Background: an optimization exercise with open tools, aiming at small area. Do not read the settings as production practice. Function was checked by simulation only, so behaviour that the tests miss may differ from the original.

==> inputs of 04-19 <==
==> flow/design.v (excerpt) <==
module edu_core (
	input  logic      clk,
	input  logic      nreset,
	input  logic      clk_en,
	output edu_core_pkg::word_t     instr_addr,
	output logic      instr_en,
	input  edu_core_pkg::instr_t    instr_data,
	output edu_core_pkg::word_t     data_addr,
	output edu_core_pkg::word_t     data_wdata,
	output edu_core_pkg::mem_size_t data_size,
	output logic      data_read,
	output logic      data_write,
	input  edu_core_pkg::word_t     data_rdata,
	output logic      error_flag
);
Settings: LEC_CHECK=0, CAP_MARGIN=20, CORE_MARGIN=2, CORE_UTILIZATION=30, PLACE_DENSITY=0.4, SLEW_MARGIN=20; clock period 6.5 ns.
run.sh (not shown) runs the stock make flow with config.mk's settings and CLKGATE_MAP_FILE= SYNTH_SCRIPT=/design/flow/synth_recipe.tcl, a recipe that flattens the netlist after the stock synthesis.
==> 05-28 (differences from 04-19) <==
--- a/flow/design.v
+++ b/flow/design.v
@@ -32,40 +32,65 @@
 `timescale 1ns/1ns
 `timescale 1ns/1ns
 `timescale 1ns/1ns
 module reg_file (
 	input  logic     clk,
 	input  logic     run,
-	input  edu_core_pkg::reg_idx_t rd_idx_a,
-	input  edu_core_pkg::reg_idx_t rd_idx_b,
+	input  logic [3:0] hi_a,
+	input  logic [7:0] lo_a,
+	input  logic [3:0] hi_b,
+	input  logic [7:0] lo_b,
 	input  logic     sel_ext_a,
 	input  edu_core_pkg::word_t    ext_a,
 	output edu_core_pkg::word_t    rd_a,
 	output edu_core_pkg::word_t    rd_b,
 	input  logic     wb_en,
 	input  edu_core_pkg::reg_idx_t wb_idx,
 	input  edu_core_pkg::word_t    wb_data
 );
 	logic [30:0][63:0] regs;
-	logic [30:0] sel_a;
-	logic [30:0] sel_b;
+	logic [30:0] sel_a_n;
+	logic [30:0] sel_b_n;
 	for (genvar i = 0; i < 31; i++) begin : g_reg
 		always_ff @(posedge clk) begin
 			if (run && wb_en && wb_idx == 5'(i)) begin
 				regs[i] <= wb_data;
 			end
 		end
-		assign sel_a[i] = !sel_ext_a && rd_idx_a == 5'(i);
-		assign sel_b[i] = rd_idx_b == 5'(i);
+		assign sel_a_n[i] = !(hi_a[i / 8] && lo_a[i % 8]);
+		assign sel_b_n[i] = !(hi_b[i / 8] && lo_b[i % 8]);
 	end
+	reg_read u_read (
+		.regs (regs),
+		.sel_a_n(sel_a_n),
+		.sel_b_n(sel_b_n),
+		.sel_ext_a_n(!sel_ext_a),
+		.zero_a_n(!(hi_a[3] && lo_a[7])),
+		.zero_b_n(!(hi_b[3] && lo_b[7])),
+		.ext_a(ext_a),
+		.rd_a (rd_a),
+		.rd_b (rd_b)
+	);
+endmodule
+module reg_read (
+	input  logic [30:0][63:0] regs,
+	input  logic [30:0] sel_a_n,
+	input  logic [30:0] sel_b_n,
+	input  logic     sel_ext_a_n,
+	input  logic     zero_a_n,
+	input  logic     zero_b_n,
+	input  edu_core_pkg::word_t    ext_a,
+	output edu_core_pkg::word_t    rd_a,
+	output edu_core_pkg::word_t    rd_b
+);
 	always_comb begin
-		rd_a = {64{sel_ext_a}} & ext_a;
-		rd_b = '0;
+		rd_a = ({64{sel_ext_a_n}} | ext_a) & {64{zero_a_n}};
+		rd_b = {64{zero_b_n}};
 		for (int i = 0; i < 31; i++) begin
-			rd_a = rd_a | ({64{sel_a[i]}} & regs[i]);
-			rd_b = rd_b | ({64{sel_b[i]}} & regs[i]);
+			rd_a = rd_a & ({64{sel_a_n[i]}} | regs[i]);
+			rd_b = rd_b & ({64{sel_b_n[i]}} | regs[i]);
 		end
 	end
 endmodule
 `timescale 1ns/1ns
 `timescale 1ns/1ns
 `timescale 1ns/1ns
@@ -96,12 +121,15 @@
 	assign run      = clk_en && !error_flag && nreset_sync;
 	assign instr_en = nreset_sync;
 	logic instr_valid;
 	logic is_addsub_imm, is_addsub_reg, is_addsub, is_logic_reg, is_ldst;
 	logic is_b, is_bcond, is_nop, known;
 	edu_core_pkg::instr_t e_instr;
+	edu_core_pkg::reg_idx_t d_idx_b;
+	logic [3:0] e_hi_a, e_hi_b;
+	logic [7:0] e_lo_a, e_lo_b;
 	logic e_set_flags, e_branch, e_read, e_write, e_wr_en;
 	assign is_addsub_imm = (instr_data & edu_core_pkg::MASK_ADDSUB_IMM) == edu_core_pkg::MATCH_ADDSUB_IMM;
 	assign is_addsub_reg = (instr_data & edu_core_pkg::MASK_ADDSUB_REG) == edu_core_pkg::MATCH_ADDSUB_REG;
 	assign is_addsub     = is_addsub_imm || is_addsub_reg;
 	assign is_logic_reg  = ((instr_data & edu_core_pkg::MASK_LOGIC_REG) == edu_core_pkg::MATCH_LOGIC_REG) &&
 		(instr_data[30:29] != 2'b11);
@@ -127,107 +155,123 @@
 			e_branch    <= instr_valid && (is_b || is_bcond);
 			e_read      <= instr_valid && is_ldst && instr_data[22];
 			e_write     <= instr_valid && is_ldst && !instr_data[22];
 			e_wr_en     <= instr_valid && (is_addsub || is_logic_reg || (is_ldst && instr_data[22]));
 		end
 	end
+	assign d_idx_b = (is_ldst && !instr_data[22]) ? instr_data[4:0] : instr_data[20:16];
 	always_ff @(posedge clk) begin
 		if (run) begin
 			e_instr <= instr_data;
+			e_hi_a  <= (is_b || is_bcond) ? 4'b0000 : 4'b0001 << instr_data[9:8];
+			e_lo_a  <= 8'b0000_0001 << instr_data[7:5];
+			e_hi_b  <= 4'b0001 << d_idx_b[4:3];
+			e_lo_b  <= 8'b0000_0001 << d_idx_b[2:0];
 		end
 	end
-	edu_core_pkg::word_t pc_e;
+	logic [63:2] pc_e;
 	edu_core_pkg::word_t rd_a, rd_b, op_n, op_m, b_op, imm;
-	edu_core_pkg::reg_idx_t idx_b;
 	logic e_ldst, e_alu, use_imm, is_logic, invert_b, sf;
 	logic [1:0] alu_cmd;
+	edu_core_pkg::word_t ex_result, mem_wdata;
 	logic wb_en;
 	edu_core_pkg::reg_idx_t wb_idx;
 	edu_core_pkg::word_t wb_data;
 	assign e_ldst   = e_read || e_write;
 	assign e_alu    = !e_ldst && !e_branch;
 	assign use_imm  = e_instr[28];
 	assign is_logic = e_alu && !e_instr[28] && !e_instr[24];
 	assign invert_b = e_alu && !is_logic && e_instr[30];
 	assign sf       = e_alu ? e_instr[31] : 1'b1;
 	assign alu_cmd  = is_logic ? e_instr[30:29] : edu_core_pkg::ALU_ADD;
-	assign idx_b = e_write ? e_instr[4:0] : e_instr[20:16];
 	reg_file u_regs (
 		.clk      (clk),
 		.run      (run),
-		.rd_idx_a (e_instr[9:5]),
-		.rd_idx_b (idx_b),
+		.hi_a     (e_hi_a),
+		.lo_a     (e_lo_a),
+		.hi_b     (e_hi_b),
+		.lo_b     (e_lo_b),
 		.sel_ext_a(e_branch),
-		.ext_a    (pc_e),
+		.ext_a    ({pc_e, 2'b00}),
 		.rd_a     (rd_a),
 		.rd_b     (rd_b),
 		.wb_en    (wb_en),
 		.wb_idx   (wb_idx),
 		.wb_data  (wb_data)
 	);
 	always_comb begin
 		if (e_branch) begin
 			imm = e_instr[30] ? {{43{e_instr[23]}}, e_instr[23:5], 2'b00} :
 				{{36{e_instr[25]}}, e_instr[25:0], 2'b00};
 		end else if (e_ldst) begin
-			imm = edu_core_pkg::word_t'(e_instr[21:10]) << e_instr[31:30];
+			imm = {52'b0, e_instr[21:10]} << e_instr[31:30];
 		end else begin
-			imm = edu_core_pkg::word_t'(e_instr[21:10]);
+			imm = {52'b0, e_instr[21:10]};
 		end
 	end
 	assign op_n = rd_a;
 	assign op_m = use_imm ? imm : rd_b;
 	logic [64:0] sum64;
-	logic        c32;
 	edu_core_pkg::word_t alu_raw, alu_result;
-	edu_core_pkg::nzcv_t alu_flags, flags;
+	edu_core_pkg::nzcv_t nzcv;
 	logic [3:0]  cond;
 	logic        cond_ok, branch_taken;
 	assign b_op  = invert_b ? ~op_m : op_m;
 	assign sum64 = {1'b0, op_n} + {1'b0, b_op} + 65'(invert_b);
-	assign c32   = sum64[32] ^ op_n[32] ^ b_op[32];
 	always_comb begin
 		case (alu_cmd)
 			edu_core_pkg::ALU_AND: alu_raw = op_n & b_op;
 			edu_core_pkg::ALU_ORR: alu_raw = op_n | b_op;
 			edu_core_pkg::ALU_EOR: alu_raw = op_n ^ b_op;
 			default: alu_raw = sum64[63:0];
 		endcase
 	end
 	assign alu_result = sf ? alu_raw : {32'b0, alu_raw[31:0]};
-	assign alu_flags[3] = sf ? alu_result[63] : alu_result[31];
-	assign alu_flags[2] = alu_result == '0;
-	assign alu_flags[1] = sf ? sum64[64] : c32;
-	assign alu_flags[0] = sf ?
-		(op_n[63] == b_op[63]) && (sum64[63] != op_n[63]) :
-		(op_n[31] == b_op[31]) && (sum64[31] != op_n[31]);
+	logic flags_pending, f_a, f_b, f_sf, r_sign;
+	edu_core_pkg::nzcv_t nzcv_late, flags;
 	always_ff @(posedge clk or negedge nreset) begin
 		if (!nreset) begin
-			flags <= '0;
-		end else if (run && e_set_flags) begin
-			flags <= alu_flags;
+			flags         <= '0;
+			flags_pending <= 1'b0;
+		end else if (run) begin
+			if (!e_set_flags && flags_pending) begin
+				flags <= nzcv_late;
+			end
+			flags_pending <= e_set_flags;
+		end
+	end
+	always_ff @(posedge clk) begin
+		if (run && e_set_flags) begin
+			f_a  <= sf ? op_n[63] : op_n[31];
+			f_b  <= sf ? b_op[63] : b_op[31];
+			f_sf <= sf;
 		end
 	end
+	assign r_sign       = f_sf ? ex_result[63] : ex_result[31];
+	assign nzcv_late[3] = r_sign;
+	assign nzcv_late[2] = ex_result == '0;
+	assign nzcv_late[1] = (f_a == f_b) ? f_a : !r_sign;
+	assign nzcv_late[0] = (f_a == f_b) && (r_sign != f_a);
+	assign nzcv         = flags_pending ? nzcv_late : flags;
 	assign cond = e_instr[30] ? e_instr[3:0] : edu_core_pkg::COND_AL;
 	always_comb begin
 		case (cond[3:1])
-			3'b000:  cond_ok = flags[2];
-			3'b001:  cond_ok = flags[1];
-			3'b010:  cond_ok = flags[3];
-			3'b011:  cond_ok = flags[0];
-			3'b100:  cond_ok = flags[1] && !flags[2];
-			3'b101:  cond_ok = flags[3] == flags[0];
-			3'b110:  cond_ok = (flags[3] == flags[0]) && !flags[2];
+			3'b000:  cond_ok = nzcv[2];
+			3'b001:  cond_ok = nzcv[1];
+			3'b010:  cond_ok = nzcv[3];
+			3'b011:  cond_ok = nzcv[0];
+			3'b100:  cond_ok = nzcv[1] && !nzcv[2];
+			3'b101:  cond_ok = nzcv[3] == nzcv[0];
+			3'b110:  cond_ok = (nzcv[3] == nzcv[0]) && !nzcv[2];
 			default: cond_ok = 1'b1;
 		endcase
 		if (cond[0] && cond[3:1] != 3'b111) begin
 			cond_ok = !cond_ok;
 		end
 	end
 	assign branch_taken = e_branch && cond_ok;
-	edu_core_pkg::word_t ex_result, mem_wdata;
 	edu_core_pkg::mem_size_t ma_size;
 	edu_core_pkg::reg_idx_t ma_wr_idx;
 	logic ma_read, ma_write, ma_wr_en;
 	always_ff @(posedge clk or negedge nreset) begin
 		if (!nreset) begin
 			ma_read  <= 1'b0;
@@ -278,24 +322,25 @@
 			default: load_value = data_rdata;
 		endcase
 	end
 	assign wb_data = wb_load ? load_value : wb_result;
 	logic first_0, first_1;
 	logic redir, redir_d;
-	edu_core_pkg::word_t pc_d;
+	logic [63:2] pc_d;
 	always_ff @(posedge clk or negedge nreset) begin
 		if (!nreset) begin
 			first_0 <= 1'b1;
 			first_1 <= 1'b1;
 		end else if (run) begin
 			first_0 <= 1'b0;
 			first_1 <= first_0;
 		end
 	end
-	assign pc_d       = first_1 ? '0 : redir_d ? wb_result : pc_e + edu_core_pkg::word_t'(4);
-	assign instr_addr = first_0 ? '0 : redir ? ex_result : pc_d + edu_core_pkg::word_t'(4);
+	assign pc_d       = first_1 ? '0 : redir_d ? wb_result[63:2] : pc_e + 62'd1;
+	assign instr_addr[63:2] = first_0 ? '0 : redir ? ex_result[63:2] : pc_d + 62'd1;
+	assign instr_addr[1:0]  = 2'b00;
 	always_ff @(posedge clk) begin
 		if (run) begin
 			pc_e    <= pc_d;
 			redir   <= branch_taken;
 			redir_d <= redir;
 		end
CAP_MARGIN = 10   (was 20)
CORE_UTILIZATION = 55   (was 30)
PLACE_DENSITY = 0.65   (was 0.4)
SETUP_SLACK_MARGIN = 0.3   (was not set)
SLEW_MARGIN = 10   (was 20)
SYNTH_HIERARCHICAL = 1   (was not set)
==> comparison table <==
Setup Skew: 05-28 0.0735 ns; 04-19 0.0561 ns
Setup repair after global routing missed its margin: 05-28 false; 04-19 true
Synth Area per Inst: 05-28 12.2 µm²; 04-19 12.8 µm²
Total of endpoints with negative setup slack in the final report: 05-28 0; 04-19 38
Final clock period utilization by the worst path: 05-28 96.4%; 04-19 113%
Post-CTS clock slew at the launch and capture registers of the worst setup and hold paths: 05-28 0.06 ns; 04-19 0.07 ns
Deepest clock path buffer count: 05-28 3; 04-19 4
Area occupied by multi-input gates: 05-28 0.0352 mm²; 04-19 0.0397 mm²
Synth Area in Simple Gates: 05-28 10.4%; 04-19 9.56%
Count of H-tree levels built during CTS: 05-28 4; 04-19 5
Multi-input gates: 05-28 5601; 04-19 5301
Routed length on met1: 05-28 180000 µm; 04-19 271000 µm
Setup TNS: 05-28 0 ns; 04-19 -10.28 ns
Initial core utilization: 05-28 55.3%; 04-19 30.2%
Std-Cell Rows: 05-28 162; 04-19 220
Sequential share of cell area: 05-28 54.8%; 04-19 47.1%
Start of the worst register-to-register path: 05-28 e_lo_a[7]$_SDFFCE_PN0P_; 04-19 e_write$_DFFE_PN0P_
Fin util: 05-28 65.5%; 04-19 40.8%
Run status: 05-28 timing/DRC/antenna clean; 04-19 failed layout checks
Reasons for failing layout checks: 05-28 -; 04-19 negative setup slack
Worst vdd ir: 05-28 335 µV; 04-19 198 µV

separate check: timing with driven ports:
In the flow no input, the clock included, has a driving cell. The finished layouts below were timed again as built, in two steps.
Step 1: set_driving_cell puts a clkbuf_16 on clk and a buf_2 on each other input, an assumption about the parent block.
Step 2 adds t to the input delays and takes it off the output delays; t is the mean of the earliest and latest rising clock arrival at the registers after step 1. Input paths then give back, and output paths get back, about the clock's delay inside the block.
Three values: no drivers, after step 1, after step 2; two values: the first two.
run | shift t [ns] | slack for setup (ns) | worst hold slack (ns) | worst setup path at the end | worst data-port slew with drivers (ns)
04-19 | 1.042 | -0.853 / -0.853 / -0.853 | 0.424 / 0.424 / 0.424 | register to register | 0.16
05-28 | 1.008 | 0.237 / 0.128 / 0.358 | 0.424 / 0.424 / 0.424 | register to register | 0.08
